Background: an optimization exercise with open tools, aiming at small area. Do not read the settings as production practice. At most, simulation tests tie the RTL to the original design; equivalence was not proved. For run 9, only the layout was checked, not whether the RTL still works. No activity file was given, so power comes from the tool's default toggle rates.

<file path="flow/config.mk">
export PLATFORM = sky130hd
export DESIGN_NAME = residual_add_pack
export DESIGN_NICKNAME = residual_add_pack
export VERILOG_FILES = /design/flow/design.v
export SDC_FILE = /design/flow/constraint.sdc
export NUM_CORES = 4
export LEC_CHECK = 0
export CAP_MARGIN = 20
export CORE_AREA = 5 5 375 375
export DIE_AREA = 0 0 380 380
export SLEW_MARGIN = 20
</file>
<file path="flow/run.sh">
#!/bin/bash
# synth_recipe.tcl (not shown) runs the flow's synth.tcl, then flattens the netlist and writes it again
# the make line also repeats each setting of config.mk as NAME=value (left out here)
make -C /OpenROAD-flow-scripts/flow DESIGN_CONFIG=/design/flow/config.mk WORK_HOME=/design/flow/orfs CLKGATE_MAP_FILE= SYNTH_SCRIPT=/design/flow/synth_recipe.tcl finish
</file>
<file path="flow/design.v">
module residual_add_pack #(
    parameter int DATA_WIDTH = 16,
    parameter int SEQ_LEN    = 8,
    parameter int EMB_DIM    = 8
) (
    input  logic                                      clk,
    input  logic                                      rst_n,
    input  logic                                      in_valid,
    output logic                                      in_ready,
    input  logic [DATA_WIDTH-1:0]                     in_a,
    input  logic [DATA_WIDTH-1:0]                     in_b,
    input  logic                                      in_last,
    output logic [DATA_WIDTH*SEQ_LEN*EMB_DIM-1:0]     x_out,
    output logic                                      ln_start,
    input  logic                                      ln_done,
    output logic                                      frame_err,
    output logic [$clog2(SEQ_LEN*EMB_DIM):0]          ovf_cnt
);
    localparam int N     = SEQ_LEN * EMB_DIM;
    localparam int IDX_W = $clog2(N);
    localparam int CNT_W = $clog2(N) + 1;
    localparam logic [IDX_W-1:0]      LAST_IDX = IDX_W'(N - 1);
    localparam logic [CNT_W-1:0]      OVF_MAX  = CNT_W'(N);
    localparam logic [DATA_WIDTH-1:0] MAX_VAL  = {1'b0, {(DATA_WIDTH-1){1'b1}}};
    localparam logic [DATA_WIDTH-1:0] MIN_VAL  = {1'b1, {(DATA_WIDTH-1){1'b0}}};
    typedef enum logic [1:0] {
        S_FILL,
        S_LAUNCH,
        S_WAIT
    } state_t;
    state_t                        state;
    logic [IDX_W-1:0]              idx;
    logic [DATA_WIDTH*N-1:0]       frame_buf;
    logic [DATA_WIDTH:0]           sum_ext;
    logic                          overflow;
    logic [DATA_WIDTH-1:0]         store_val;
    logic                          accept;
    logic                          is_last;
    always_comb begin
        sum_ext   = {in_a[DATA_WIDTH-1], in_a} + {in_b[DATA_WIDTH-1], in_b};
        overflow  = sum_ext[DATA_WIDTH] ^ sum_ext[DATA_WIDTH-1];
        store_val = overflow ? (sum_ext[DATA_WIDTH] ? MIN_VAL : MAX_VAL)
                             : sum_ext[DATA_WIDTH-1:0];
    end
    assign in_ready = (state == S_FILL);
    assign accept   = in_valid && in_ready;
    assign is_last  = (idx == LAST_IDX);
    assign x_out    = frame_buf;
    always_ff @(posedge clk or negedge rst_n) begin
        if (!rst_n) begin
            state     <= S_FILL;
            idx       <= '0;
            frame_buf <= '0;
            ln_start  <= 1'b0;
            frame_err <= 1'b0;
            ovf_cnt   <= '0;
        end else begin
            ln_start  <= 1'b0;
            frame_err <= 1'b0;
            case (state)
                S_FILL: begin
                    if (accept) begin
                        frame_buf[int'(idx)*DATA_WIDTH +: DATA_WIDTH] <= store_val;
                        frame_err <= (in_last != is_last);
                        if (overflow && (ovf_cnt != OVF_MAX)) begin
                            ovf_cnt <= ovf_cnt + 1'b1;
                        end
                        if (is_last) begin
                            idx      <= '0;
                            state    <= S_LAUNCH;
                            ln_start <= 1'b1;
                        end else begin
                            idx <= idx + 1'b1;
                        end
                    end
                end
                S_LAUNCH: begin
                    state <= S_WAIT;
                end
                S_WAIT: begin
                    if (ln_done) begin
                        state   <= S_FILL;
                        ovf_cnt <= '0;
                    end
                end
                default: begin
                    state <= S_FILL;
                end
            endcase
        end
    end
endmodule
</file>
<file path="flow/constraint.sdc">
create_clock -name core_clock -period 4.0 [get_ports {clk}]
set_input_delay 0.8000 -clock core_clock [delete_from_list [all_inputs] [get_ports {clk}]]
set_output_delay 0.8000 -clock core_clock [all_outputs]
set_load 0.01 [all_outputs]
</file>
==> results of run 1 <==
-- registers in the layout (all words and copies together), names as in the netlist --
| register | count |
|---|---|
| ovf_cnt | 7 |
| frame_buf | 1024 |
| ln_start | 1 |
| state | 2 |
| frame_err | 1 |
| idx | 6 |
-- cell families (layout without fill, tap and decap cells) --
group,count (synthesis),count (layout),share of synthesized area (%)
DFF,1041,1041,68.4
other,0,2,0
buffers and inverters,309,1445,3.34
muxes,2,2,0.0526
xor gates and xnor gates,19,19,0.437
and+or+nand+nor,1192,1192,12.1
adders and majority gates,26,26,0.861
AOI/OAI and AO/OA,1094,1094,14.8
-- layout make-up --
class                      instances  share of cell area (%)
sequential                      1041                    47.1
antenna                            2                 0.00904
clock buffer                     170                    5.98
multi-input combinational       2333                    19.6
tap                             1781                    4.03
inverter                           9                  0.0610
timing repair buffer            1244                    22.7
clock inverter                    22                   0.545
-- cell usage after synthesis, types with 5 or more instances --
master / n
nor3_1: 13
nand4_1: 5
ha_1: 21
clkbuf_2: 70
inv_1: 9
clkbuf_1: 224
nand3_1: 10
a21oi_2: 11
nand2_1: 1107
a21o_1: 7
a21oi_1: 12
nor2_1: 33
xnor2_1: 10
o21a_1: 7
o21ai_1: 23
dfrtp_1: 1041
o21ai_0: 1014
xor2_1: 9
-- metal layers --
layer  track usage, %  up-vias
li1                 -    14254
met1             23.7    14949
met4             8.34        0
met5                0        -
met2             35.1      985
met3             6.13      284
-- worst reg2reg max path, stage by stage, from the launching register on --
cell and delay, ns:
dfrtp_1 0.49, inv_1 0.14, ha_1 0.26, nor3b_1 0.59, mux2i_1 0.18, nand3b_1 0.35, nor2_1 0.58, nand2_1 0.16
buf_4 0.26, nand2_1 0.12, o21ai_0 0.08
-- where the power goes --
group	switching (uW)	internal [uW]
clock network	4330	5890
logic	8810	8020
registers	2070	14200
-- final timing paths --
check	startpoint	end	cells after the start
worst max-delay path	in_a[1]	frame_buf[275]	13
worst min-delay path	rst_n	frame_buf[51]	1
worst max register to register	idx[0]	frame_buf[295]	10
worst min register to register	frame_buf[645]	frame_buf[645]	2
max in group asynchronous	rst_n	frame_buf[9]	2
min in group core_clock	frame_buf[645]	frame_buf[645]	2
-- stage by stage --
step | hold slack [ns] | total power [uW] | setup WS [ns] | utilization (%) | setup TNS, ns
2_1_floorplan | 0.504 | 21800 | 0.663 | - | 0
3_3_place_gp | 0.460 | 33100 | -0.484 | 38.1 | -145.59
3_5_place_dp | 0.469 | 33500 | -0.500 | 38.1 | -167.14
4_1_cts | 0.0256 | 43800 | 0.269 | 40.7 | 0
5_1_grt | 0.0386 | 45700 | 0.303 | 40.8 | 0
6_report | 0.0789 | 43300 | 0.430 | 40.8 | 0
==> qor.txt, run 1 <==
largest net degree at the start of global routing -> 112
CTS root buf -> clkbuf_16
FF+latch count, synth -> 1041
TritonCTS clock tree -> yes
Yosys cell types -> 50
multi-input logic area -> 0.0109 sq mm
synthesized area per cell -> 10.3 sq um
crit path max fanout -> 34
crit-path leading delay family -> buffers and inverters
slowest cell on the critical path -> clkdlybuf4s50_1
Peak VDD IR -> 0.451 mV
number of global-route vias before repair -> 30.5k
CTS clock-pin slew for the worst setup and hold paths -> 0.06 ns
Cell Count, Final, Fillers Out -> 6602
Post-synth EDFFs -> 0
Synth Warn # -> 1
area leader, netlist -> dfrtp_1
Final period util -> 89.3%
critical path class -> input port to register
Final Skew -> 0.0282 ns
Startpoint Class -> input port
Layout area overhead -> 45.5%
WP data required -> 4.60 ns
Most common cell on crit path -> buf_4
layout cell share with drive strength beyond 1 -> 7.47%
Synth top area share -> 68.4%
DR iter-0 viols -> 1736
Max-Cap Viols -> 0
max layer used -> met4
hold buffer count at cts -> 0
CP Cell Sequence -> clkdlybuf4s50_1 -> ha_1 -> a211oi_1 -> nor3b_1 -> o21bai_2 -> nand3_1 -> and3_1 -> buf_4 -> or2_1 -> buf_4 -> maj3_4 -> buf_12 -> o21ai_0
ANT nets after route -> 0
fill cell count -> 13.4k
WL/cell -> 22.8 um
Skew-Pair Late Insertion Delay -> 0.71 ns
# port buffers -> 1070
Max stage delay on crit path -> 0.49 ns
Placed Instances -> 6406
max_slew headroom -> 43.5%
die height -> 380 um
Post-DP Area -> 0.0517 sq mm
first-pass GRT wire length -> 219 mm
CTS resizes -> 0
Synth Instances -> 3683
Max Slew Vio Count -> 0
ys flop type -> dfrtp_1
Detail Route met2 WL -> 73.9 mm
power per cell area -> 783 mW/mm^2
Final Setup Violations -> 0
top post-synthesis cells by area -> dfrtp_1 (68%), o21ai_0 (13%), nand2_1 (11%), clkbuf_1 (2.2%), clkbuf_2 (0.92%)
Crit path arrival time -> 4.17 ns
WL met1 -> 58.4 mm
Netlist Area Pre-Place -> 0.0381 sq mm
grt ovf -> 0
# rows -> 135
Final nets -> 4800
post-DP HPWL -> 108 mm
fin crit period -> 3.57 ns
FF+latch area -> 0.0261 sq mm
asr flop ratio synth -> 100%
clk sinks -> 1041
postcts setup bufs -> 0
max frequency -> 280 MHz
commonest non-fill, non-tap cell in the layout -> nand2_1
Lkg Pwr -> 0.0244 uW
Num CTS Buffers -> 112
met3 wire len -> 10.7 mm
clock buffer depth -> 3
die footprint -> 0.144 sq mm
outcome -> complete, no violations
average via count per standard cell -> 4.62
reg2reg setup slack -> 0.67 ns
DR vias -> 30.5k
overall routing resource usage -> 20.3%
H-tree Lvls -> 3
CP bufs+invs -> 4
Least-Margin Pin Slew -> 0.847 ns
CP endpoint kind -> register
Final Wtd Congestion -> 0.849
most frequent cells in the layout -> nand2_1 (1107), clkdlybuf4s50_1 (1069), dfrtp_1 (1041)
Seq/Total Area, Yosys -> 68.4%
initial antenna violation count -> 6
DIE WIDTH -> 380 um
core area -> 0.136 sq mm
DRC viols -> 0
I/O pins -> 1071
Mapped Nets -> 3742
RSZ-0062 raised after global routing -> false
Min-Delay Path Class -> input port to async pin
TritonRoute pass-1 iters -> 4
Starting Density -> 28.0%
Fin. Hold Viols -> 0
Design Area, Final -> 0.0554 sq mm
Detailed Route WL -> 150 mm
==> run 2, diff against run 1 <==
==> flow/design.v (replaced) <==
module residual_add_pack #(
    parameter int DATA_WIDTH = 16,
    parameter int SEQ_LEN    = 8,
    parameter int EMB_DIM    = 8
) (
    input  logic                                      clk,
    input  logic                                      rst_n,
    input  logic                                      in_valid,
    output logic                                      in_ready,
    input  logic [DATA_WIDTH-1:0]                     in_a,
    input  logic [DATA_WIDTH-1:0]                     in_b,
    input  logic                                      in_last,
    output logic [DATA_WIDTH*SEQ_LEN*EMB_DIM-1:0]     x_out,
    output logic                                      ln_start,
    input  logic                                      ln_done,
    output logic                                      frame_err,
    output logic [$clog2(SEQ_LEN*EMB_DIM):0]          ovf_cnt
);
    localparam int N     = SEQ_LEN * EMB_DIM;
    localparam int IDX_W = $clog2(N);
    localparam int CNT_W = $clog2(N) + 1;
    localparam logic [IDX_W-1:0]      LAST_IDX = IDX_W'(N - 1);
    localparam logic [DATA_WIDTH-1:0] MAX_VAL  = {1'b0, {(DATA_WIDTH-1){1'b1}}};
    localparam logic [DATA_WIDTH-1:0] MIN_VAL  = {1'b1, {(DATA_WIDTH-1){1'b0}}};
    logic                          ready;     
    logic                          launch;    
    logic [IDX_W-1:0]              idx;
    logic [DATA_WIDTH*N-1:0]       frame_buf;
    logic [DATA_WIDTH:0]           sum_ext;
    logic                          overflow;
    logic [DATA_WIDTH-1:0]         store_val;
    logic                          accept;
    logic                          is_last;
    always_comb begin
        sum_ext   = {in_a[DATA_WIDTH-1], in_a} + {in_b[DATA_WIDTH-1], in_b};
        overflow  = sum_ext[DATA_WIDTH] ^ sum_ext[DATA_WIDTH-1];
        store_val = overflow ? (sum_ext[DATA_WIDTH] ? MIN_VAL : MAX_VAL)
                             : sum_ext[DATA_WIDTH-1:0];
    end
    assign in_ready = ready;
    assign ln_start = launch;
    assign accept   = in_valid && ready;
    assign is_last  = (idx == LAST_IDX);
    assign x_out    = frame_buf;
    always_ff @(posedge clk) begin
        if (accept) begin
            frame_buf <= {store_val, frame_buf[DATA_WIDTH*N-1:DATA_WIDTH]};
        end
    end
    always_ff @(posedge clk or negedge rst_n) begin
        if (!rst_n) begin
            ready     <= 1'b1;
            launch    <= 1'b0;
            idx       <= '0;
            frame_err <= 1'b0;
            ovf_cnt   <= '0;
        end else begin
            frame_err <= 1'b0;
            launch    <= 1'b0;
            if (accept) begin
                frame_err <= (in_last != is_last);
                if (overflow) begin
                    ovf_cnt <= ovf_cnt + 1'b1;
                end
                idx <= idx + 1'b1;
                if (is_last) begin
                    ready  <= 1'b0;
                    launch <= 1'b1;
                end
            end else if (!ready && !launch && ln_done) begin
                ready   <= 1'b1;
                ovf_cnt <= '0;
            end
        end
    end
endmodule
==> qor.txt, run 2 <==
outcome -> complete, no violations
number of global-route vias before repair -> 17.6k
DR iter-0 viols -> 1111
reg2reg setup slack -> 1.56 ns
Max-Cap Viols -> 0
Final Setup Violations -> 0
Skew-Pair Late Insertion Delay -> 0.70 ns
area leader, netlist -> edfxtp_1
Final Skew -> 0.0315 ns
Crit path arrival time -> 3.66 ns
Layout area overhead -> 51.1%
die height -> 380 um
WL/cell -> 23.0 um
postcts setup bufs -> 0
Fin. Hold Viols -> 0
fill cell count -> 12.6k
Seq/Total Area, Yosys -> 95.9%
Synth Warn # -> 1
# port buffers -> 1070
DR vias -> 17.1k
Netlist Area Pre-Place -> 0.0325 sq mm
grt ovf -> 0
CTS root buf -> clkbuf_16
Min-Delay Path Class -> register to register
Startpoint Class -> input port
Num CTS Buffers -> 108
ys flop type -> edfxtp_1
WP data required -> 4.57 ns
Sw Ratio -> 22.8%
clock power share -> 38.5%
Post-synth EDFFs -> 1024
Peak VDD IR -> 0.416 mV
clock buffer depth -> 3
CTS resizes -> 0
hold buffer count at cts -> 0
Lkg Pwr -> 0.0162 uW
TritonCTS clock tree -> yes
commonest non-fill, non-tap cell in the layout -> clkdlybuf4s50_1
Final period util -> 77.1%
most flop-heavy register -> frame_buf
asr flop ratio synth -> 1.54%
max_slew headroom -> 30.1%
max frequency -> 324 MHz
Tot Pwr -> 25000 uW
R2R Path End -> frame_buf[440]
Largest register FFs -> 1024
largest net degree at the start of global routing -> 173
die footprint -> 0.144 sq mm
top post-synthesis cells by area -> edfxtp_1 (95%), dfrtp_1 (1.2%), ha_1 (0.69%), a21oi_1 (0.39%), xnor2_1 (0.30%)
R2R cell count -> 3
Post-DP Area -> 0.0457 sq mm
Starting Density -> 23.9%
H-tree Lvls -> 3
clk sinks -> 1040
fin crit period -> 3.08 ns
average via count per standard cell -> 3.97
CP endpoint kind -> register
DIE WIDTH -> 380 um
FF+latch count, synth -> 1040
DRC viols -> 0
TritonRoute pass-1 iters -> 5
combinational power share -> 8.7%
WHS Endpoint -> frame_buf[322]
overall routing resource usage -> 12.9%
power per cell area -> 509 mW/mm^2
Top Registers -> frame_buf: 1024 flops, ovf_cnt: 7 flops, idx: 6 flops
Final Wtd Congestion -> 0.837
Design Area, Final -> 0.0491 sq mm
Synth Instances -> 1227
synthesized area per cell -> 26.5 sq um
Detailed Route WL -> 99.0 mm
Mapped Nets -> 1283
Internal -> 19300 uW
top post-synthesis cells by count -> edfxtp_1 (1024), a21oi_1 (25), nand2_1 (23)
Seq pwr share -> 52.8%
# rows -> 135
ANT nets after route -> 0
Yosys cell types -> 49
first-pass GRT wire length -> 136 mm
most frequent cells in the layout -> clkdlybuf4s50_1 (1070), edfxtp_1 (1024), clkbuf_16 (108)
I/O pins -> 1071
post-DP HPWL -> 74.9 mm
CTS clock-pin slew for the worst setup and hold paths -> 0.06 ns
layout cell share with drive strength beyond 1 -> 7.31%
worst reg2reg path startpoint -> ready
critical path class -> input port to register
setup TNS -> 0 ns
crit path max fanout -> 6
core area -> 0.136 sq mm
initial antenna violation count -> 5
Hold Path Stages -> 0
NetSw -> 5700 uW
Max Slew Vio Count -> 0
Least-Margin Pin Slew -> 1.05 ns
RSZ-0062 raised after global routing -> false
start point of the worst hold path -> frame_buf[338]
Final nets -> 2487
count leader, synth -> edfxtp_1
Synth top area share -> 94.7%
run 2: changes by cell type after synthesis, sizes merged, moves of 4 or more:
cell / change
o21a: -4
nor3: -8
clkbuf: -293
buf: -6
o21ai: -1027
o21bai: -4
edfxtp: +1024
nor2: -22
or3: -4
dfrtp: -1026
nand3: -6
nand2: -1084
run 2: critical path, stage by stage:
cell	delay [ns]
clkdlybuf4s50_1	0.57
ha_1	0.25
inv_1	0.07
fa_1	0.40
nor2b_1	0.17
o2111ai_1	0.19
a21oi_1	0.21
buf_4	0.16
o211a_1	0.18
nor3_1	0.08
or2_1	0.27
a221o_1	0.32
run 2: routing by layer:
metal / part of all wire, % / wire [um] / track usage (%) / vias to the layer above
met4: 3.4 / 3400 / 4.48 / 0
met1: 33 / 32800 / 12.6 / 8699
li1: - / - / - / 7397
met2: 53 / 52900 / 24.1 / 810
met5: 0 / 0 / 0 / -
met3: 10 / 9880 / 5.87 / 156
run 2: area by class of cell:
class / instances / area, sq um / area share (%)
timing repair buffer: 1095 / 11000 / 22.3
multi-input combinational: 177 / 1290 / 2.63
clock buffer: 135 / 2800 / 5.71
inverter: 9 / 60.1 / 0.122
tap: 1781 / 2230 / 4.54
sequential: 1040 / 31200 / 63.5
clock inverter: 62 / 572 / 1.17
antenna: 2 / 5.00 / 0.0102
run 2: logic make-up (layout without fill, tap and decap cells):
family | count (synthesis) | count (layout) | synth area share [%]
AO/OA/AOI/OAI | 65 | 65 | 1.38
XOR/XNOR | 19 | 19 | 0.536
adder cells (fa/ha/maj) | 24 | 24 | 0.909
buffers and inverters | 10 | 1301 | 0.116
flip-flops | 1040 | 1040 | 95.9
multiplexers | 4 | 4 | 0.127
other | 0 | 2 | 0
AND/OR/NAND/NOR | 65 | 65 | 1.02
run 2: power groups by stage:
stage,combinational (uW),clock (uW),sequential (uW)
floorplan,445,0,13600
global placement,2210,0,13400
detailed placement,2210,0,13400
CTS,2220,9900,13200
global route,2300,10400,13300
finish,2180,9610,13200
run 2: metrics by stage:
stage | util (%) | worst slack [ns] | std cells | hold WS [ns]
after global routing | 36.1 | 0.766 | 4299 | 0.432
after CTS | 36.1 | 0.958 | 4299 | 0.411
after global placement | 33.6 | 0.186 | 4102 | 0.429
after floorplan | - | 0.0808 | 1227 | 0.435
final | 36.1 | 0.915 | 4301 | 0.418
after detailed placement | 33.6 | 0.151 | 4102 | 0.431
run 2: worst max path at each step:
| stage | end | slack, ns | start | depth (start not counted) |
|---|---|---|---|---|
| 2_1_floorplan | ovf_cnt[0] | 0.08 | in_valid | 5 |
| 3_3_place_gp | ovf_cnt[3] | 0.19 | in_a[0] | 12 |
| 3_5_place_dp | ovf_cnt[3] | 0.15 | in_a[0] | 12 |
| 4_1_cts | ovf_cnt[2] | 0.96 | in_a[0] | 12 |
| 5_1_grt | ovf_cnt[2] | 0.77 | in_a[0] | 12 |
| 6_report | ovf_cnt[2] | 0.92 | in_a[0] | 12 |
==> run 3, diff against run 2 <==
==> flow/flow/run.sh (new file) <==
#!/bin/bash
# Standard ORFS layout, with the port buffers made from the smallest buffer cell and a
# clock tree built from small clock buffers. Each tool's log stays under orfs/logs.
set -euo pipefail
export BUFFER_PORTS_ARGS="-buffer_cell sky130_fd_sc_hd__buf_1"
export PLACE_PINS_ARGS="-min_distance 1 -min_distance_in_tracks"
export CTS_ARGS="-sink_clustering_enable -repair_clock_nets -dont_use_dummy_load -buf_list {sky130_fd_sc_hd__clkbuf_4 sky130_fd_sc_hd__clkbuf_8} -sink_clustering_size 18 -sink_clustering_max_diameter 60"
bash standard.sh > make.log 2>&1
==> flow/standard.sh (new file) <==
#!/bin/bash
# synth_recipe.tcl (not shown) runs the flow's synth.tcl, then flattens the netlist and writes it again
# the make line also repeats each setting of config.mk as NAME=value (left out here)
make -C /OpenROAD-flow-scripts/flow DESIGN_CONFIG=/design/flow/config.mk WORK_HOME=/design/flow/orfs CLKGATE_MAP_FILE= SYNTH_SCRIPT=/design/flow/synth_recipe.tcl "${@:-finish}"
==> flow/config.mk (replaced) <==
export PLATFORM = sky130hd
export DESIGN_NAME = residual_add_pack
export DESIGN_NICKNAME = residual_add_pack
export VERILOG_FILES = /design/flow/design.v
export SDC_FILE = /design/flow/constraint.sdc
export NUM_CORES = 4
export LEC_CHECK = 0
export CAP_MARGIN = 5
export CORE_AREA = 5 5 225 225
export DIE_AREA = 0 0 230 230
export PLACE_DENSITY = 0.8
export SLEW_MARGIN = 5
removed: flow/run.sh
==> qor.txt, run 3 <==
outcome -> complete, no violations
Final Setup Violations -> 0
hold buffer count at cts -> 0
layout cell share with drive strength beyond 1 -> 4.04%
Detailed Route WL -> 92.1 mm
Netlist Area Pre-Place -> 0.0325 sq mm
die footprint -> 0.0529 sq mm
post-DP HPWL -> 71.0 mm
grt ovf -> 0
Seq/Total Area, Yosys -> 95.9%
TritonRoute pass-1 iters -> 7
die height -> 230 um
Final nets -> 2435
CTS root buf -> clkbuf_8
largest net degree at the start of global routing -> 140
H-tree Lvls -> 3
max frequency -> 320 MHz
postcts setup bufs -> 0
# port buffers -> 1070
Lkg Pwr -> 0.0120 uW
Synth Instances -> 1227
Crit path arrival time -> 3.64 ns
final core occ -> 80.4%
CTS clock-pin slew for the worst setup and hold paths -> 0.12 ns
setup TNS -> 0 ns
met3 usage -> 22.0%
Synth top area share -> 94.7%
power per cell area -> 500 mW/mm^2
fill cell count -> 2339
overall routing resource usage -> 33.9%
top post-synthesis cells by area -> edfxtp_1 (95%), dfrtp_1 (1.2%), ha_1 (0.69%), a21oi_1 (0.39%), xnor2_1 (0.30%)
critical path class -> input port to register
clock buffer depth -> 3
FF+latch count, synth -> 1040
fin crit period -> 3.13 ns
CP endpoint kind -> register
DRC viols -> 0
DIE WIDTH -> 230 um
Top Registers -> frame_buf: 1024 flops, ovf_cnt: 7 flops, idx: 6 flops
TritonCTS clock tree -> yes
Layout area overhead -> 18.4%
clk sinks -> 1040
# rows -> 80
Starting Density -> 67.9%
synthesized area per cell -> 26.5 sq um
Largest register FFs -> 1024
core area -> 0.0478 sq mm
Peak VDD IR -> 0.381 mV
final hold slack -> 0.230 ns
area leader, netlist -> edfxtp_1
WP data required -> 4.51 ns
Final Skew -> 0.0437 ns
Post-synth EDFFs -> 1024
routing usage on met2 -> 47.2%
I/O pins -> 1071
most flop-heavy register -> frame_buf
grt peak-use layer -> met2
Yosys cell types -> 49
Skew-Pair Late Insertion Delay -> 0.66 ns
max_slew headroom -> 38.7%
RSZ-0062 raised after global routing -> false
n_diodes -> 0
ys flop type -> edfxtp_1
DR iter-0 viols -> 1668
Min-Delay Path Class -> input port to async pin
initial antenna violation count -> 2
number of global-route vias before repair -> 17.1k
top post-synthesis cells by count -> edfxtp_1 (1024), a21oi_1 (25), nand2_1 (23)
Synth Warn # -> 1
ANT nets after route -> 0
Final Wtd Congestion -> 0.981
most frequent cells in the layout -> buf_1 (1070), edfxtp_1 (1024), clkbuf_8 (68)
Mapped Nets -> 1283
Final period util -> 78.2%
Max Slew Vio Count -> 0
first-pass GRT wire length -> 127 mm
Fin. Hold Viols -> 0
Max-Cap Viols -> 0
Startpoint Class -> input port
Least-Margin Pin Slew -> 0.919 ns
crit path max fanout -> 10
WL/cell -> 30.8 um
count leader, synth -> edfxtp_1
asr flop ratio synth -> 1.54%
commonest non-fill, non-tap cell in the layout -> buf_1
Num CTS Buffers -> 68
grt met1 use -> 39.9%
DR vias -> 17.8k
average via count per standard cell -> 5.95
CTS resizes -> 0
-- run 3: cell type report --
class	count	area [sq um]	share of cell area, %
clock buffers	68	936	2.43
inverters	9	60.1	0.156
multi-input cells	177	1290	3.35
flip-flops and latches	1040	31200	81.0
well taps	615	769	2.00
repair buffers	1083	4240	11.0
-- run 3: cell families (layout without fill, tap and decap cells) --
logic type,count (synthesis),after routing,synth area share [%]
AOI/OAI and AO/OA,65,65,1.38
buffers and inverters,10,1160,0.116
adders and majority gates,24,24,0.909
xor gates and xnor gates,19,19,0.536
DFF,1040,1040,95.9
and+or+nand+nor,65,65,1.02
muxes,4,4,0.127
-- run 3: path summary, 6_finish.rpt --
| kind | from | to | slack, ns | cells past startpoint |
|---|---|---|---|---|
| max | in_a[0] | frame_buf[1013] | 0.87 | 11 |
| min | rst_n | ovf_cnt[6] | 0.23 | 1 |
| max reg2reg | ready | frame_buf[378] | 1.53 | 3 |
| min reg2reg | frame_buf[912] | frame_buf[896] | 0.42 | 0 |
| max in group asynchronous | rst_n | launch | 3.19 | 1 |
| min in group core_clock | ln_done | ready | 0.42 | 3 |
-- run 3: power breakdown --
part | internal [uW] | switching, uW | total, uW
logic | 401 | 1220 | 1620
registers | 12700 | 415 | 13100
clock network | 1540 | 2930 | 4470
total | 14700 | 4560 | 19200
-- run 3: critical path, stage by stage --
cell	delay (ns)
buf_1	0.09
ha_1	0.21
inv_1	0.07
fa_1	0.41
nor2b_1	0.17
o2111ai_1	0.21
a21oi_1	0.52
o21ai_0	0.20
a21oi_2	0.49
nand2_2	0.24
a21oi_1	0.23
-- run 3: metrics by stage --
step / std cells / total power [uW] / setup WS, ns / area (sq um)
after floorplan: 1227 / 14000 / 0.0808 / 32500
after global placement: 2924 / 14900 / 0.407 / 37500
after detailed placement: 2924 / 14900 / 0.224 / 37500
after CTS: 2992 / 19200 / 0.975 / 38400
after global routing: 2992 / 19900 / 0.699 / 38400
final: 2992 / 19200 / 0.872 / 38400
-- run 3: metal layers --
| layer | wire [um] | part of all wire, % |
|---|---|---|
| met5 | 27 | 0.029 |
| met4 | 7020 | 7.6 |
| met3 | 17300 | 19 |
| met2 | 38800 | 42 |
| met1 | 29000 | 31 |
==> run 4, diff against run 3 <==
--- a/flow/config.mk
+++ b/flow/config.mk
@@ -5,8 +5,8 @@
 export SDC_FILE = /design/flow/constraint.sdc
 export NUM_CORES = 4
 export LEC_CHECK = 0
-export CAP_MARGIN = 5
+export CAP_MARGIN = 20
 export CORE_AREA = 5 5 225 225
 export DIE_AREA = 0 0 230 230
 export PLACE_DENSITY = 0.8
-export SLEW_MARGIN = 5
+export SLEW_MARGIN = 20
==> qor.txt, run 4 <==
Post-synth EDFFs -> 1024
layout cell share with drive strength beyond 1 -> 4.04%
n_diodes -> 0
Final period util -> 78.2%
Max-Cap Viols -> 0
WP data required -> 4.51 ns
fin crit period -> 3.13 ns
setup TNS -> 0 ns
die height -> 230 um
asr flop ratio synth -> 1.54%
WL/cell -> 30.8 um
CTS resizes -> 0
Place WS -> 0.224 ns
Startpoint Class -> input port
Mapped Nets -> 1283
CTS clock-pin slew for the worst setup and hold paths -> 0.12 ns
Synth top area share -> 94.7%
synthesized area per cell -> 26.5 sq um
power per cell area -> 500 mW/mm^2
post-DP HPWL -> 71.0 mm
Crit path arrival time -> 3.64 ns
Largest register FFs -> 1024
core area -> 0.0478 sq mm
max_slew headroom -> 38.7%
I/O pins -> 1071
# port buffers -> 1070
Yosys cell types -> 49
postcts setup bufs -> 0
CTS root buf -> clkbuf_8
commonest non-fill, non-tap cell in the layout -> buf_1
Tot Pwr -> 19200 uW
DR iter-0 viols -> 1668
FF+latch count, synth -> 1040
largest net degree at the start of global routing -> 140
Synth Warn # -> 1
Detailed Route WL -> 92.1 mm
DR vias -> 17.8k
TritonCTS clock tree -> yes
CP endpoint kind -> register
clock buffer depth -> 3
Final Setup Violations -> 0
TritonRoute pass-1 iters -> 7
final hold slack -> 0.230 ns
Fin. Hold Viols -> 0
Max Slew Vio Count -> 0
outcome -> complete, no violations
overall routing resource usage -> 33.9%
Starting Density -> 67.9%
average via count per standard cell -> 5.95
critical path class -> input port to register
top post-synthesis cells by count -> edfxtp_1 (1024), a21oi_1 (25), nand2_1 (23)
most flop-heavy register -> frame_buf
hold buffer count at cts -> 0
Peak VDD IR -> 0.381 mV
Top Registers -> frame_buf: 1024 flops, ovf_cnt: 7 flops, idx: 6 flops
DRC viols -> 0
count leader, synth -> edfxtp_1
Synth Instances -> 1227
ys flop type -> edfxtp_1
Lkg Pwr -> 0.0120 uW
initial antenna violation count -> 2
crit path max fanout -> 10
fill cell count -> 2339
Netlist Area Pre-Place -> 0.0325 sq mm
Final Wtd Congestion -> 0.981
final setup margin -> 0.872 ns
Layout area overhead -> 18.4%
Least-Margin Pin Slew -> 0.919 ns
clk sinks -> 1040
most frequent cells in the layout -> buf_1 (1070), edfxtp_1 (1024), clkbuf_8 (68)
DIE WIDTH -> 230 um
ANT nets after route -> 0
area leader, netlist -> edfxtp_1
first-pass GRT wire length -> 127 mm
H-tree Lvls -> 3
Seq/Total Area, Yosys -> 95.9%
top post-synthesis cells by area -> edfxtp_1 (95%), dfrtp_1 (1.2%), ha_1 (0.69%), a21oi_1 (0.39%), xnor2_1 (0.30%)
Final nets -> 2435
RSZ-0062 raised after global routing -> false
Skew-Pair Late Insertion Delay -> 0.66 ns
Final Skew -> 0.0437 ns
Num CTS Buffers -> 68
die footprint -> 0.0529 sq mm
max frequency -> 320 MHz
number of global-route vias before repair -> 17.1k
Min-Delay Path Class -> input port to async pin
grt ovf -> 0
# rows -> 80
-- run 4: cell counts in the layout (fill, tap and decap cells not counted) --
No cell type changed its count.
-- run 4: final timing paths --
path,cells after the start,to,slack (ns),startpoint
max,11,frame_buf[1013],0.87,in_a[0]
min,1,ovf_cnt[6],0.23,rst_n
max reg2reg,3,frame_buf[378],1.53,ready
min reg2reg,0,frame_buf[896],0.42,frame_buf[912]
max in group asynchronous,1,launch,3.19,rst_n
min in group core_clock,3,ready,0.42,ln_done
-- run 4: power breakdown --
part	internal, uW	total, uW	switching [uW]
clock	1540	4470	2930
combinational	401	1620	1220
sequential	12700	13100	415
-- run 4: cell families (layout without fill, tap and decap cells) --
| family | count (synthesis) | in the layout | synth area share (%) |
|---|---|---|---|
| compound gates | 65 | 65 | 1.38 |
| xor+xnor | 19 | 19 | 0.536 |
| fa+ha+maj | 24 | 24 | 0.909 |
| buf+inv | 10 | 1160 | 0.116 |
| flops | 1040 | 1040 | 95.9 |
| mux | 4 | 4 | 0.127 |
| simple gates | 65 | 65 | 1.02 |
-- run 4: cell type report --
type / count / area [sq um] / area share, %
clock buffer: 68 / 936 / 2.43
multi-input combinational: 177 / 1290 / 3.35
sequential: 1040 / 31200 / 81.0
timing repair buffer: 1083 / 4240 / 11.0
inverter: 9 / 60.1 / 0.156
tap: 615 / 769 / 2.00
-- run 4: stage by stage --
stage	instances	area, sq um	util, %
finish	2992	38400	80.4
floorplan	1227	32500	-
global placement	2924	37500	78.4
CTS	2992	38400	80.4
detailed placement	2924	37500	78.4
global route	2992	38400	80.4
-- run 4: layer usage --
layer  vias to the layer above  share of wire, %  GRT usage (%)
met2                      1560                42           47.2
li1                       7164                 -              -
met5                         -             0.029          0.184
met4                         4               7.6           20.0
met3                       334                19           22.0
met1                      8750                31           39.9
-- run 4: worst max-delay path, cell delays in order --
cell and delay, ns:
buf_1 0.09, ha_1 0.21, inv_1 0.07, fa_1 0.41, nor2b_1 0.17, o2111ai_1 0.21, a21oi_1 0.52, o21ai_0 0.20
a21oi_2 0.49, nand2_2 0.24, a21oi_1 0.23
==> run 5, diff against run 4 <==
==> flow/flow/run.sh (replaced) <==
#!/bin/bash
# Standard ORFS layout, with the port buffers made from the smallest buffer cell and a
# clock tree built from small clock buffers. Each tool's log stays under orfs/logs.
set -euo pipefail
export BUFFER_PORTS_ARGS="-buffer_cell sky130_fd_sc_hd__buf_1"
export CTS_ARGS="-sink_clustering_enable -repair_clock_nets -dont_use_dummy_load -buf_list {sky130_fd_sc_hd__clkbuf_4 sky130_fd_sc_hd__clkbuf_8} -sink_clustering_size 24 -sink_clustering_max_diameter 60"
bash standard.sh > make.log 2>&1
==> qor.txt, run 5 <==
First Error -> [ERROR PPL-0024] Number of IO pins (1071) exceeds maximum number of available positions (826). Increase the die perimeter from 920.00um to 1456.56um.
DIE WIDTH -> 230 um
ys flop type -> edfxtp_1
synthesized area per cell -> 26.5 sq um
mux contribution to synthesized area -> 0.127%
Post-Synth XOR/XNOR Area -> 0.536%
Synth Instances -> 1227
Adder-Cell Fraction of Synth Area -> 0.909%
Synth top area share -> 94.7%
outcome -> stopped before the end
main combinational cell family by area after synthesis -> compound AO/OA/AOI/OAI gates
compound-cell area share of the yosys netlist -> 1.38%
Seq/Total Area, Yosys -> 95.9%
top post-synthesis cells by count -> edfxtp_1 (1024), a21oi_1 (25), nand2_1 (23)
Netlist Area Pre-Place -> 0.0325 sq mm
Post-synth EDFFs -> 1024
top post-synthesis cells by area -> edfxtp_1 (95%), dfrtp_1 (1.2%), ha_1 (0.69%), a21oi_1 (0.39%), xnor2_1 (0.30%)
Synth Area in Simple Gates -> 1.02%
FF+latch count, synth -> 1040
Starting Density -> 67.9%
die height -> 230 um
Synth Warn # -> 1
Mapped Nets -> 1283
asr flop ratio synth -> 1.54%
# rows -> 80
count leader, synth -> edfxtp_1
Failed at -> 3_2_place_iop
area leader, netlist -> edfxtp_1
Yosys cell types -> 49
run 5: cell counts after synthesis:
Identical to the previous run, type by type.
run 5: logic make-up after synthesis:
family,after synthesis
AO/OA/AOI/OAI,65
XOR/XNOR,19
adder cells (fa/ha/maj),24
buffers and inverters,10
flip-flops,1040
multiplexers,4
AND/OR/NAND/NOR,65
==> run 6, diff against run 5 <==
--- a/flow/config.mk
+++ b/flow/config.mk
@@ -6,7 +6,7 @@
 export NUM_CORES = 4
 export LEC_CHECK = 0
 export CAP_MARGIN = 20
-export CORE_AREA = 5 5 225 225
-export DIE_AREA = 0 0 230 230
-export PLACE_DENSITY = 0.8
+export CORE_AREA = 5 5 255 255
+export DIE_AREA = 0 0 260 260
+export PLACE_DENSITY = 0.7
 export SLEW_MARGIN = 20
==> qor.txt, run 6 <==
Yosys cell types -> 49
Synth Warn # -> 1
synthesized area per cell -> 26.5 sq um
Starting Density -> 52.5%
First Error -> [ERROR PPL-0024] Number of IO pins (1071) exceeds maximum number of available positions (936). Increase the die perimeter from 1040.00um to 1456.56um.
area leader, netlist -> edfxtp_1
DIE WIDTH -> 260 um
Synth top area share -> 94.7%
ys flop type -> edfxtp_1
die height -> 260 um
# rows -> 91
top post-synthesis cells by area -> edfxtp_1 (95%), dfrtp_1 (1.2%), ha_1 (0.69%), a21oi_1 (0.39%), xnor2_1 (0.30%)
outcome -> stopped before the end
Seq/Total Area, Yosys -> 95.9%
count leader, synth -> edfxtp_1
Netlist Area Pre-Place -> 0.0325 sq mm
asr flop ratio synth -> 1.54%
FF+latch count, synth -> 1040
top post-synthesis cells by count -> edfxtp_1 (1024), a21oi_1 (25), nand2_1 (23)
Failed at -> 3_2_place_iop
Mapped Nets -> 1283
Synth Instances -> 1227
Post-synth EDFFs -> 1024
-- run 6: cells by family after synthesis --
group                      count (synthesis)  synth area share (%)
AOI/OAI and AO/OA                         65                  1.38
and+or+nand+nor                           65                  1.02
xor gates and xnor gates                  19                 0.536
DFF                                     1040                  95.9
buffers and inverters                     10                 0.116
muxes                                      4                 0.127
adders and majority gates                 24                 0.909
==> run 7, diff against run 6 <==
==> flow/flow/run.sh (replaced) <==
#!/bin/bash
# Standard ORFS layout, with the port buffers made from the smallest buffer cell and a
# clock tree built from small clock buffers. Each tool's log stays under orfs/logs.
set -euo pipefail
export BUFFER_PORTS_ARGS="-buffer_cell sky130_fd_sc_hd__buf_1"
export PLACE_PINS_ARGS="-min_distance 1 -min_distance_in_tracks"
export CTS_ARGS="-sink_clustering_enable -repair_clock_nets -dont_use_dummy_load -buf_list {sky130_fd_sc_hd__clkbuf_16} -sink_clustering_size 32 -sink_clustering_max_diameter 80 -sink_clustering_max_diameter 60"
bash standard.sh > make.log 2>&1
--- a/flow/config.mk
+++ b/flow/config.mk
@@ -6,7 +6,7 @@
 export NUM_CORES = 4
 export LEC_CHECK = 0
 export CAP_MARGIN = 20
-export CORE_AREA = 5 5 255 255
-export DIE_AREA = 0 0 260 260
-export PLACE_DENSITY = 0.7
+export CORE_AREA = 5 5 225 225
+export DIE_AREA = 0 0 230 230
+export PLACE_DENSITY = 0.8
 export SLEW_MARGIN = 20
==> qor.txt, run 7 <==
outcome -> complete, no violations
largest net degree at the start of global routing -> 140
CTS resizes -> 0
die footprint -> 0.0529 sq mm
die height -> 230 um
RSZ-0062 raised after global routing -> false
top post-synthesis cells by count -> edfxtp_1 (1024), a21oi_1 (25), nand2_1 (23)
CTS clock-pin slew for the worst setup and hold paths -> 0.11 ns
Adder-Cell Fraction of Synth Area -> 0.909%
final core occ -> 80.9%
fin crit period -> 3.20 ns
final setup margin -> 0.798 ns
core area -> 0.0478 sq mm
Mapped Nets -> 1283
CP endpoint kind -> register
ys flop type -> edfxtp_1
most frequent cells in the layout -> buf_1 (1070), edfxtp_1 (1024), clkbuf_16 (48)
I/O pins -> 1071
routing usage on met2 -> 48.2%
Max Slew Vio Count -> 0
synthesized area per cell -> 26.5 sq um
first-pass GRT wire length -> 128 mm
critical path class -> input port to register
H-tree Lvls -> 2
DRC viols -> 0
compound-cell area share of the yosys netlist -> 1.38%
FF+latch area -> 0.0312 sq mm
postcts setup bufs -> 0
Max-Cap Viols -> 0
Starting Density -> 67.9%
Synth Area in Simple Gates -> 1.02%
max frequency -> 312 MHz
clock buffer depth -> 3
grt peak-use layer -> met2
FF+latch count, synth -> 1040
Post-Synth XOR/XNOR Area -> 0.536%
grt met1 use -> 40.9%
grt ovf -> 0
Num CTS Buffers -> 48
most flop-heavy register -> frame_buf
asr flop ratio synth -> 1.54%
power per cell area -> 514 mW/mm^2
DR vias -> 17.9k
layout cell share with drive strength beyond 1 -> 3.22%
Final Skew -> 0.0728 ns
fill cell count -> 2337
Synth Instances -> 1227
Synth top area share -> 94.7%
Skew-Pair Late Insertion Delay -> 0.64 ns
Min-Delay Path Class -> input port to async pin
DR iter-0 viols -> 1780
Layout area overhead -> 19.2%
clk sinks -> 1040
WP data required -> 4.44 ns
Netlist Area Pre-Place -> 0.0325 sq mm
number of global-route vias before repair -> 17.0k
Startpoint Class -> input port
mux contribution to synthesized area -> 0.127%
hold buffer count at cts -> 0
# rows -> 80
crit path max fanout -> 10
count leader, synth -> edfxtp_1
# port buffers -> 1070
setup TNS -> 0 ns
DIE WIDTH -> 230 um
commonest non-fill, non-tap cell in the layout -> buf_1
Post-synth EDFFs -> 1024
TritonCTS clock tree -> yes
Final period util -> 80.1%
Yosys cell types -> 49
area leader, netlist -> edfxtp_1
Least-Margin Pin Slew -> 0.913 ns
max_slew headroom -> 39.2%
Largest register FFs -> 1024
main combinational cell family by area after synthesis -> compound AO/OA/AOI/OAI gates
TritonRoute pass-1 iters -> 5
post-DP HPWL -> 71.0 mm
met3 usage -> 20.3%
top post-synthesis cells by area -> edfxtp_1 (95%), dfrtp_1 (1.2%), ha_1 (0.69%), a21oi_1 (0.39%), xnor2_1 (0.30%)
CTS root buf -> clkbuf_16
Seq/Total Area, Yosys -> 95.9%
Final nets -> 2415
ANT nets after route -> 0
Final Wtd Congestion -> 0.981
WL/cell -> 31.4 um
Lkg Pwr -> 0.0121 uW
Fin. Hold Viols -> 0
Synth Warn # -> 1
initial antenna violation count -> 3
multi-input logic area -> 0.00129 sq mm
final hold slack -> 0.259 ns
Top Registers -> frame_buf: 1024 flops, ovf_cnt: 7 flops, idx: 6 flops
Crit path arrival time -> 3.64 ns
Detailed Route WL -> 93.4 mm
Peak VDD IR -> 0.404 mV
Final Setup Violations -> 0
Tot Pwr -> 19900 uW
Place WS -> 0.224 ns
overall routing resource usage -> 34.1%
average via count per standard cell -> 6.03
## run 7: cell counts after synthesis
Identical to the previous run, type by type.
## run 7: metal layers
metal / up-vias / part of all wire [%]
met4: 6 / 7.3
met3: 327 / 19
met2: 1596 / 43
li1: 7134 / -
met5: - / 0.049
met1: 8857 / 31
## run 7: critical path: stages
cell,delay [ns]
buf_1,0.09
ha_1,0.21
inv_1,0.07
fa_1,0.41
nor2b_1,0.17
o2111ai_1,0.20
a21oi_1,0.53
o21ai_0,0.21
a21oi_2,0.49
nand2_2,0.24
a21oi_1,0.21
## run 7: cells by family after synthesis
family | Yosys count
muxes | 4
xor gates and xnor gates | 19
buffers and inverters | 10
DFF | 1040
adders and majority gates | 24
and+or+nand+nor | 65
AOI/OAI and AO/OA | 65
## run 7: per-stage QoR
| step | instances | cell area [sq um] |
|---|---|---|
| floorplan | 1227 | 32500 |
| global placement | 2924 | 37500 |
| detailed placement | 2924 | 37500 |
| CTS | 2972 | 38700 |
| global route | 2972 | 38700 |
| finish | 2973 | 38700 |
## run 7: area by class of cell
cell class,instances,area share [%]
flip-flops and latches,1040,80.5
repair buffers,1083,11.0
multi-input cells,177,3.33
clock buffers,48,3.10
well taps,615,1.99
inverters,9,0.155
diodes,1,0.00646
## run 7: worst paths after layout
path,from,to,cells past startpoint,slack (ns)
max,in_a[0],frame_buf[1013],11,0.80
min,rst_n,ovf_cnt[4],1,0.26
max reg2reg,ready,frame_buf[698],3,1.50
min reg2reg,frame_buf[707],frame_buf[691],0,0.40
max in group asynchronous,rst_n,idx[0],1,3.13
min in group core_clock,frame_buf[707],frame_buf[691],0,0.40
## run 7: power breakdown
group | internal, uW | switching [uW]
Clock | 2150 | 2980
Combinational | 401 | 1220
Sequential | 12700 | 417
Total | 15300 | 4620
==> run 8, diff against run 7 <==
==> flow/flow/run.sh (replaced) <==
#!/bin/bash
# Standard ORFS layout, with the port buffers made from the smallest buffer cell and a
# clock tree built from small clock buffers. Each tool's log stays under orfs/logs.
set -euo pipefail
export BUFFER_PORTS_ARGS="-buffer_cell sky130_fd_sc_hd__buf_1"
export PLACE_PINS_ARGS="-min_distance 1 -min_distance_in_tracks"
export CTS_ARGS="-sink_clustering_enable -repair_clock_nets -dont_use_dummy_load -buf_list {sky130_fd_sc_hd__clkbuf_4} -sink_clustering_size 10 -sink_clustering_max_diameter 60"
bash standard.sh > make.log 2>&1
==> qor.txt, run 8 <==
crit path max fanout -> 10
WP data required -> 4.71 ns
final hold slack -> 0.208 ns
count leader, synth -> edfxtp_1
Place WS -> 0.224 ns
Mapped Nets -> 1283
Detailed Route WL -> 93.1 mm
DR iter-0 viols -> 1546
largest net degree at the start of global routing -> 140
# rows -> 80
number of global-route vias before repair -> 17.5k
most flop-heavy register -> frame_buf
Skew-Pair Late Insertion Delay -> 0.90 ns
top post-synthesis cells by count -> edfxtp_1 (1024), a21oi_1 (25), nand2_1 (23)
Least-Margin Pin Slew -> 0.935 ns
commonest non-fill, non-tap cell in the layout -> buf_1
Startpoint Class -> input port
Yosys cell types -> 49
ANT nets after route -> 0
Layout area overhead -> 18.2%
Final period util -> 73.0%
max frequency -> 342 MHz
Crit path arrival time -> 3.63 ns
overall routing resource usage -> 34.1%
FF+latch count, synth -> 1040
clock buffer depth -> 3
Detail Route met2 WL -> 39.3 mm
top post-synthesis cells by area -> edfxtp_1 (95%), dfrtp_1 (1.2%), ha_1 (0.69%), a21oi_1 (0.39%), xnor2_1 (0.30%)
RSZ-0062 raised after global routing -> false
Lkg Pwr -> 0.0120 uW
fin crit period -> 2.92 ns
Starting Density -> 67.9%
WL/cell -> 30.6 um
Final Setup Violations -> 0
CP endpoint kind -> register
DR vias -> 18.3k
core area -> 0.0478 sq mm
max layer used -> met5
Final Wtd Congestion -> 0.981
asr flop ratio synth -> 1.54%
power per cell area -> 496 mW/mm^2
Max Slew Vio Count -> 0
die footprint -> 0.0529 sq mm
Netlist Area Pre-Place -> 0.0325 sq mm
met3 wire len -> 17.6 mm
layout cell share with drive strength beyond 1 -> 5.86%
Peak VDD IR -> 0.343 mV
Largest register FFs -> 1024
WL met1 -> 29.3 mm
Num CTS Buffers -> 114
Synth Warn # -> 1
clk sinks -> 1040
grt ovf -> 0
outcome -> complete, no violations
setup TNS -> 0 ns
post-DP HPWL -> 71.0 mm
Max-Cap Viols -> 0
Top Registers -> frame_buf: 1024 flops, ovf_cnt: 7 flops, idx: 6 flops
Synth top area share -> 94.7%
area leader, netlist -> edfxtp_1
max_slew headroom -> 37.7%
H-tree Lvls -> 3
DRC viols -> 0
Final nets -> 2482
DIE WIDTH -> 230 um
die height -> 230 um
I/O pins -> 1071
average via count per standard cell -> 6.00
CTS resizes -> 0
TritonCTS clock tree -> yes
most frequent cells in the layout -> buf_1 (1070), edfxtp_1 (1024), clkbuf_4 (114)
Min-Delay Path Class -> input port to register
Seq/Total Area, Yosys -> 95.9%
first-pass GRT wire length -> 129 mm
Fin. Hold Viols -> 0
ys flop type -> edfxtp_1
CTS clock-pin slew for the worst setup and hold paths -> 0.11 ns
postcts setup bufs -> 0
Synth Instances -> 1227
# port buffers -> 1070
initial antenna violation count -> 5
final setup margin -> 1.08 ns
synthesized area per cell -> 26.5 sq um
Post-synth EDFFs -> 1024
critical path class -> input port to register
TritonRoute pass-1 iters -> 5
Final Skew -> 0.0757 ns
CTS root buf -> clkbuf_4
==> run 8: cell count changes in the layout (fill, tap and decap cells not counted) <==
| cell | before | now |
|---|---|---|
| clkbuf_4 | 0 | 114 |
| diode_2 | 1 | 5 |
| clkbuf_16 | 48 | 0 |
| dlygate4sd3_1 | 0 | 1 |
==> run 8: final timing paths <==
check,from,endpoint,slack (ns),cells past startpoint
max,in_a[0],frame_buf[1017],1.08,11
max in group asynchronous,rst_n,ovf_cnt[5],2.76,2
min reg2reg,frame_buf[516],frame_buf[500],0.41,0
min,ln_done,ready,0.21,3
max reg2reg,ready,frame_buf[804],1.42,3
min in group asynchronous,rst_n,ovf_cnt[3],0.60,2
==> run 8: routing by layer <==
metal  track usage (%)  vias to the layer above
li1                  -                     7309
met1              40.4                     8932
met2              47.0                     1671
met3              22.3                      348
met4              20.7                        4
met5                 0                        -
==> run 8: power by group <==
part	total (uW)	internal [uW]	leakage [uW]	switching, uW
combinational	1620	401	0.00197	1220
sequential	13100	12700	0.00954	417
clock	4300	1300	0.000525	3000
total	19100	14400	0.0120	4630
==> run 8: metrics by stage <==
stage | cells | area [sq um] | util [%] | power [uW]
after floorplan | 1227 | 32500 | - | 14000
after global placement | 2924 | 37500 | 78.4 | 14900
after detailed placement | 2924 | 37500 | 78.4 | 14900
after CTS | 3039 | 38400 | 80.2 | 19100
after global routing | 3044 | 38400 | 80.2 | 19800
final | 3044 | 38400 | 80.2 | 19100
==> run 8: logic make-up (layout without fill, tap and decap cells) <==
family	count (synthesis)	after routing	share of synthesized area, %
muxes	4	4	0.127
AOI/OAI and AO/OA	65	65	1.38
DFF	1040	1040	95.9
and+or+nand+nor	65	65	1.02
other	0	5	0
adders and majority gates	24	24	0.909
buffers and inverters	10	1207	0.116
xor gates and xnor gates	19	19	0.536
==> run 8: cell type report <==
| type | count | area (sq um) |
|---|---|---|
| timing repair buffer | 1084 | 4250 |
| multi-input combinational | 177 | 1290 |
| antenna | 5 | 12.5 |
| fill | 2416 | 9460 |
| tap | 615 | 769 |
| inverter | 9 | 60.1 |
| sequential | 1040 | 31200 |
| clock buffer | 114 | 856 |
==> run 8: worst max-delay path: stages <==
cell and delay [ns]:
buf_1 0.09, ha_1 0.21, inv_1 0.07, fa_1 0.41, nor2b_1 0.18, o2111ai_1 0.21
a21oi_1 0.51, o21ai_0 0.20, a21oi_2 0.49, nand2_2 0.24, a21oi_1 0.22
==> run 8: timing repair <==
item | CTS | global route
hold buffers | 1 | 0
endpoints found under the hold margin | 13 | 0
setup endpoints to repair | 0 | 0
==> run 9, diff against run 8 <==
--- a/flow/design.v
+++ b/flow/design.v
@@ -31,9 +31,15 @@
     logic [DATA_WIDTH-1:0]         store_val;
     logic                          accept;
     logic                          is_last;
+    logic [DATA_WIDTH:0]           carry;
     always_comb begin
-        sum_ext   = {in_a[DATA_WIDTH-1], in_a} + {in_b[DATA_WIDTH-1], in_b};
-        overflow  = sum_ext[DATA_WIDTH] ^ sum_ext[DATA_WIDTH-1];
+        carry[0] = 1'b0;
+        for (int i = 0; i < DATA_WIDTH; i++) begin
+            sum_ext[i]   = in_a[i] ^ in_b[i] ^ carry[i];
+            carry[i+1]   = (in_a[i] & in_b[i]) | (in_a[i] & carry[i]) | (in_b[i] & carry[i]);
+        end
+        overflow = carry[DATA_WIDTH] ^ carry[DATA_WIDTH-1];
+        sum_ext[DATA_WIDTH] = overflow ^ sum_ext[DATA_WIDTH-1];
         store_val = overflow ? (sum_ext[DATA_WIDTH] ? MIN_VAL : MAX_VAL)
                              : sum_ext[DATA_WIDTH-1:0];
     end
==> qor.txt, run 9 <==
Final Skew -> 0.0457 ns
DIE WIDTH -> 230 um
most frequent cells in the layout -> buf_1 (1068), edfxtp_1 (1024), clkbuf_4 (113)
Synth Instances -> 1151
max_slew headroom -> 36.7%
Crit path arrival time -> 7.29 ns
max frequency -> 153 MHz
top post-synthesis cells by count -> edfxtp_1 (1024), nand2_1 (44), fa_1 (16)
grt ovf -> 0
Max-Cap Viols -> 0
Starting Density -> 66.9%
ys flop type -> edfxtp_1
H-tree Lvls -> 3
Startpoint Class -> input port
# port buffers -> 1070
die footprint -> 0.0529 sq mm
count leader, synth -> edfxtp_1
# rows -> 80
Min-Delay Path Class -> input port to register
average via count per standard cell -> 5.88
Least-Margin Pin Slew -> 0.947 ns
Largest register FFs -> 1024
Max Slew Vio Count -> 0
largest net degree at the start of global routing -> 159
Netlist Area Pre-Place -> 0.0320 sq mm
Skew-Pair Late Insertion Delay -> 0.88 ns
commonest non-fill, non-tap cell in the layout -> buf_1
crit path max fanout -> 5
number of global-route vias before repair -> 17.1k
clk sinks -> 1040
WL/cell -> 29.6 um
Final period util -> 163%
layout cell share with drive strength beyond 1 -> 7.05%
top post-synthesis cells by area -> edfxtp_1 (96%), dfrtp_1 (1.2%), fa_1 (1.0%), nand2_1 (0.52%), xnor2_1 (0.14%)
RSZ-0062 raised after global routing -> true
core area -> 0.0478 sq mm
most flop-heavy register -> frame_buf
area leader, netlist -> edfxtp_1
WP data required -> 4.75 ns
TritonCTS clock tree -> yes
synthesized area per cell -> 27.8 sq um
Seq/Total Area, Yosys -> 97.4%
Final Wtd Congestion -> 0.991
post-DP HPWL -> 65.7 mm
Yosys cell types -> 29
Top Registers -> frame_buf: 1024 flops, ovf_cnt: 7 flops, idx: 6 flops
overall routing resource usage -> 32.2%
Post-synth EDFFs -> 1024
Peak VDD IR -> 0.335 mV
Layout area overhead -> 19.2%
final hold slack -> 0.187 ns
Failing Checks -> setup timing
DR vias -> 17.5k
CTS root buf -> clkbuf_4
initial antenna violation count -> 3
critical path class -> input port to register
Fin. Hold Viols -> 0
Final Setup Violations -> 23
asr flop ratio synth -> 1.54%
TritonRoute pass-1 iters -> 7
Synth Warn # -> 1
DRC viols -> 0
die height -> 230 um
Lkg Pwr -> 0.0119 uW
FF+latch count, synth -> 1040
ANT nets after route -> 0
power per cell area -> 495 mW/mm^2
DR iter-0 viols -> 1527
final setup margin -> -2.54 ns
CP endpoint kind -> register
Num CTS Buffers -> 113
Synth top area share -> 96.1%
clock buffer depth -> 3
outcome -> failed layout checks
Detailed Route WL -> 88.0 mm
Place WS -> -3.46 ns
I/O pins -> 1071
CTS clock-pin slew for the worst setup and hold paths -> 0.12 ns
Final nets -> 2414
fin crit period -> 6.54 ns
Mapped Nets -> 1207
first-pass GRT wire length -> 122 mm
run 9: changes by cell type after synthesis, sizes merged, moves of 10 or more:
cell	before	now
a21oi	26	2
nand2	24	44
fa	1	16
ha	18	3
nor2	11	1
run 9: final timing paths:
check                      cells after the start      startpoint        endpoint  slack, ns
max in group asynchronous                      2           rst_n          idx[4]       2.85
min reg2reg                                    0  frame_buf[613]  frame_buf[597]       0.42
max                                           21         in_a[0]      ovf_cnt[5]      -2.54
min in group asynchronous                      2           rst_n          launch       0.60
max reg2reg                                    3           ready  frame_buf[934]       1.20
min                                            3         in_last       frame_err       0.19
run 9: area by class of cell:
class                           instances  area, sq um
Tap cell                              615          769
Clock buffer                          113          848
Timing Repair Buffer                 1097         4390
Sequential cell                      1040        31200
Multi-Input combinational cell        101          912
Inverter                                5         45.0
Fill cell                            2352         9720
Antenna cell                            2         5.00
run 9: repair_timing:
item | CTS | global route
hold buffers | 1 | 0
setup endpoints to repair | 23 | 23
hold endpoints to repair | 15 | 0
pin swaps | 2 | 1
gates resized for setup | 11 | 4
buffers inserted | 1 | 2
run 9: logic make-up (layout without fill, tap and decap cells):
group	Yosys count	in the layout	share of synthesized area, %
buf+inv	10	1215	0.145
compound gates	10	10	0.231
flops	1040	1040	97.4
simple gates	62	62	0.841
xor+xnor	7	7	0.215
fa+ha+maj	19	19	1.12
mux	3	3	0.0939
other cells	0	2	0
run 9: per-layer routing:
metal / up-vias / part of all wire [%] / GRT usage [%]
met2: 1626 / 43 / 45.1
li1: 6990 / - / -
met3: 361 / 18 / 19.8
met4: 4 / 7.8 / 22.1
met5: - / 0.094 / 0.919
met1: 8503 / 30 / 36.8
run 9: through the flow:
step	TNS, ns	power (uW)	area (sq um)	utilization (%)	cells
after detailed placement	-77.03	14700	37200	77.7	2854
final	-55.33	18900	38100	79.7	2973
after global routing	-56.73	19700	38100	79.7	2973
after floorplan	-67.38	13900	32100	-	1151
after global placement	-74.82	14600	37200	77.7	2854
after CTS	-52.19	18900	38100	79.6	2969
run 9: report_power, final:
part | total (uW) | internal (uW) | switching, uW
Clock | 4290 | 1290 | 3000
Sequential | 13100 | 12700 | 400
Combinational | 1490 | 376 | 1110
run 9: worst max-delay path, stage by stage:
cell	delay (ns)
buf_8	0.10
ha_4	0.15
fa_2	0.33
fa_2	0.35
fa_2	0.35
fa_2	0.38
fa_2	0.38
fa_2	0.36
fa_2	0.35
fa_2	0.35
fa_2	0.35
fa_2	0.36
fa_2	0.36
fa_2	0.35
fa_2	0.36
fa_2	0.39
fa_2	0.43
xnor2_4	0.20
buf_4	0.17
nor4_4	0.18
mux2i_1	0.26
==> run 10, diff against run 9 <==
--- a/flow/design.v
+++ b/flow/design.v
@@ -31,15 +31,9 @@
     logic [DATA_WIDTH-1:0]         store_val;
     logic                          accept;
     logic                          is_last;
-    logic [DATA_WIDTH:0]           carry;
     always_comb begin
-        carry[0] = 1'b0;
-        for (int i = 0; i < DATA_WIDTH; i++) begin
-            sum_ext[i]   = in_a[i] ^ in_b[i] ^ carry[i];
-            carry[i+1]   = (in_a[i] & in_b[i]) | (in_a[i] & carry[i]) | (in_b[i] & carry[i]);
-        end
-        overflow = carry[DATA_WIDTH] ^ carry[DATA_WIDTH-1];
-        sum_ext[DATA_WIDTH] = overflow ^ sum_ext[DATA_WIDTH-1];
+        sum_ext   = {in_a[DATA_WIDTH-1], in_a} + {in_b[DATA_WIDTH-1], in_b};
+        overflow  = sum_ext[DATA_WIDTH] ^ sum_ext[DATA_WIDTH-1];
         store_val = overflow ? (sum_ext[DATA_WIDTH] ? MIN_VAL : MAX_VAL)
                              : sum_ext[DATA_WIDTH-1:0];
     end
@@ -48,14 +42,17 @@
     assign accept   = in_valid && ready;
     assign is_last  = (idx == LAST_IDX);
     assign x_out    = frame_buf;
+    logic [DATA_WIDTH*N-1:0] shift_in;
+    logic                    hold_n;
+    assign shift_in = {store_val, frame_buf[DATA_WIDTH*N-1:DATA_WIDTH]};
     always_ff @(posedge clk) begin
-        if (accept) begin
-            frame_buf <= {store_val, frame_buf[DATA_WIDTH*N-1:DATA_WIDTH]};
-        end
+        frame_buf <= (shift_in & {(DATA_WIDTH*N){accept}})
+                   | (frame_buf & {(DATA_WIDTH*N){~in_valid | hold_n}});
     end
     always_ff @(posedge clk or negedge rst_n) begin
         if (!rst_n) begin
             ready     <= 1'b1;
+            hold_n    <= 1'b0;
             launch    <= 1'b0;
             idx       <= '0;
             frame_err <= 1'b0;
@@ -71,10 +68,12 @@
                 idx <= idx + 1'b1;
                 if (is_last) begin
                     ready  <= 1'b0;
+                    hold_n <= 1'b1;
                     launch <= 1'b1;
                 end
             end else if (!ready && !launch && ln_done) begin
                 ready   <= 1'b1;
+                hold_n  <= 1'b0;
                 ovf_cnt <= '0;
             end
         end
==> qor.txt, run 10 <==
power per cell area -> 543 mW/mm^2
layout cell share with drive strength beyond 1 -> 4.18%
average via count per standard cell -> 6.53
crit path max fanout -> 10
die footprint -> 0.0529 sq mm
fill cell count -> 3072
count leader, synth -> dfxtp_1
Hold Path Stages -> 3
Seq/Total Area, Yosys -> 64.8%
multi-input logic area -> 0.0104 sq mm
Least-Margin Pin Slew -> 0.912 ns
Final period util -> 69.1%
Lkg Pwr -> 0.0145 uW
I/O pins -> 1071
# rows -> 80
Synth Warn # -> 1
CTS clock-pin slew for the worst setup and hold paths -> 0.12 ns
Skew-Pair Late Insertion Delay -> 0.97 ns
Startpoint Class -> input port
Final Setup Violations -> 0
Max Slew Vio Count -> 0
Netlist Area Pre-Place -> 0.0323 sq mm
Num CTS Buffers -> 114
WP data required -> 4.76 ns
Largest register FFs -> 1024
Mapped Nets -> 2579
Design Area, Final -> 0.0374 sq mm
Min-Delay Path Class -> input port to register
clock buffer depth -> 3
Fin. Hold Viols -> 0
Cell Count, Final, Fillers Out -> 4112
core area -> 0.0478 sq mm
Final Skew -> 0.123 ns
clk sinks -> 1041
largest net degree at the start of global routing -> 156
initial antenna violation count -> 5
WL/cell -> 27.6 um
Starting Density -> 67.5%
FF+latch area -> 0.0209 sq mm
post-DP HPWL -> 81.7 mm
outcome -> complete, no violations
Post-DP Area -> 0.0365 sq mm
Layout area overhead -> 15.8%
ANT nets after route -> 0
# port buffers -> 1070
DRC viols -> 0
R2R cell count -> 3
RSZ-0062 raised after global routing -> false
Detailed Route WL -> 113 mm
Synth Instances -> 2523
CTS resizes -> 0
critical path class -> input port to register
Final Wtd Congestion -> 1.03
FF+latch count, synth -> 1041
DIE WIDTH -> 230 um
TritonCTS clock tree -> yes
DR vias -> 26.9k
Crit path arrival time -> 3.52 ns
grt ovf -> 0
Final nets -> 3551
first-pass GRT wire length -> 164 mm
asr flop ratio synth -> 1.63%
top post-synthesis cells by area -> dfxtp_1 (63%), a22o_1 (27%), clkbuf_1 (2.5%), dfrtp_1 (1.2%), ha_1 (0.70%)
Post-synth EDFFs -> 0
area leader, netlist -> dfxtp_1
max_slew headroom -> 39.2%
number of global-route vias before repair -> 24.9k
top post-synthesis cells by count -> dfxtp_1 (1024), a22o_1 (1010), clkbuf_1 (219)
CP endpoint kind -> register
Synth top area share -> 63.5%
postcts setup bufs -> 0
most frequent cells in the layout -> buf_1 (1070), dfxtp_1 (1024), a22o_1 (1010)
synthesized area per cell -> 12.8 sq um
CTS root buf -> clkbuf_4
H-tree Lvls -> 3
commonest non-fill, non-tap cell in the layout -> buf_1
overall routing resource usage -> 40.1%
die height -> 230 um
Top Registers -> frame_buf: 1024 flops, ovf_cnt: 7 flops, idx: 6 flops
Placed Instances -> 3993
Max-Cap Viols -> 0
setup TNS -> 0 ns
hold buffer count at cts -> 1
TritonRoute pass-1 iters -> 8
Yosys cell types -> 59
ys flop type -> dfxtp_1
most flop-heavy register -> frame_buf
DR iter-0 viols -> 2833
Peak VDD IR -> 0.459 mV
max frequency -> 362 MHz
fin crit period -> 2.76 ns
## run 10: cell count changes after synthesis, sizes merged, moves of 11 or more
cell	delta
edfxtp	-1024
nor2	+17
a22o	+1010
dfxtp	+1024
o21ai	+13
clkbuf	+219
buf	+11
ha	+15
nand3	+15
a21oi	+14
fa	-15
## run 10: critical path: stages
cell and delay [ns]:
buf_1 0.08, ha_1 0.24, fa_1 0.44, a211oi_1 0.36, o211ai_2 0.14, a21boi_4 0.18
a31o_1 0.38, xnor2_2 0.34, a21oi_1 0.19, a211o_1 0.35
## run 10: final timing paths
kind	slack (ns)	start	end
setup / recovery	1.24	in_a[0]	ovf_cnt[4]
hold / removal	0.24	in_last	frame_err
setup reg to reg	1.84	ready	frame_buf[481]
hold reg to reg	0.42	frame_buf[1005]	frame_buf[989]
max in group asynchronous	2.78	rst_n	hold_n
min in group asynchronous	0.59	rst_n	idx[3]
## run 10: logic make-up after synthesis
group           Yosys count  share of synthesized area, %
simple gates            106                          1.59
flops                  1041                          64.8
buf+inv                 241                          2.87
compound gates         1091                          29.2
xor+xnor                 19                         0.539
fa+ha+maj                23                         0.884
mux                       2                        0.0620
## run 10: layer usage
metal,global-route usage (%),vias to the layer above,share of wire (%)
met4,29.6,4,9.1
met5,1.19,-,0.065
met3,20.6,469,14
met2,57.0,1702,42
li1,-,11688,-
met1,46.0,12994,35
## run 10: final cells by class
| class | count | area share [%] |
|---|---|---|
| Sequential cell | 1041 | 56.0 |
| Clock buffer | 114 | 2.29 |
| Multi-Input combinational cell | 1241 | 27.9 |
| Tap cell | 615 | 2.06 |
| Inverter | 6 | 0.0602 |
| Timing Repair Buffer | 1091 | 11.7 |
| Antenna cell | 4 | 0.0268 |
## run 10: through the flow
| step | utilization (%) | power (uW) | hold WS, ns | setup slack (ns) |
|---|---|---|---|---|
| after floorplan | - | 14300 | 0.435 | 0.909 |
| after global placement | 76.3 | 15800 | 0.450 | 0.584 |
| after detailed placement | 76.3 | 16000 | 0.462 | 0.451 |
| after CTS | 78.1 | 20200 | 0.191 | 1.35 |
| after global routing | 78.2 | 21100 | 0.216 | 1.20 |
| final | 78.2 | 20300 | 0.241 | 1.24 |
## run 10: where the power goes
part | switching [uW] | internal, uW | total (uW)
Sequential | 1040 | 11400 | 12400
Combinational | 2200 | 1280 | 3490
Clock | 3070 | 1300 | 4380

[static timing again, ports no longer ideal]
The results above use ideal ports. As a check the final layouts listed here were re-extracted and re-timed, cells and wires unchanged. Step 1 assumes that a clkbuf_16 drives the clock port and a buf_2 every other input. Step 2 moves the port delays by t, midway between the first and last clock arrival at a register: inputs arrive t later, outputs are due t later. That takes back most of the time a late clock gives input paths. Three values: ideal ports, drivers, drivers and shift; two values: the first two.
run	t, ns	setup slack, ns	worst hold slack (ns)	cell pins on the clock port's net
run 1	0.771	0.430 / 0.471 / -0.300	0.079 / 0.059 / 0.475	1
run 2	0.744	0.915 / 0.946 / 0.202	0.418 / 0.418 / 0.418	1
run 3	0.706	0.872 / 0.857 / 0.151	0.230 / 0.270 / 0.420	1
run 4	0.706	0.872 / 0.857 / 0.151	0.230 / 0.270 / 0.420	1
run 7	0.656	0.798 / 0.785 / 0.129	0.259 / 0.302 / 0.404	1
run 8	0.893	1.078 / 1.053 / 0.159	0.208 / 0.228 / 0.409	1
run 9	0.909	-2.536 / -2.526 / -3.434	0.187 / 0.206 / 0.415	1
run 10	0.948	1.237 / 1.266 / 0.319	0.241 / 0.301 / 0.423	1
With both steps, setup timing fails in run 1, where it was met with ideal ports. For run 8, which loses most, drivers alone change the setup slack by -0.025 ns; drivers and shift together by -0.919 ns.
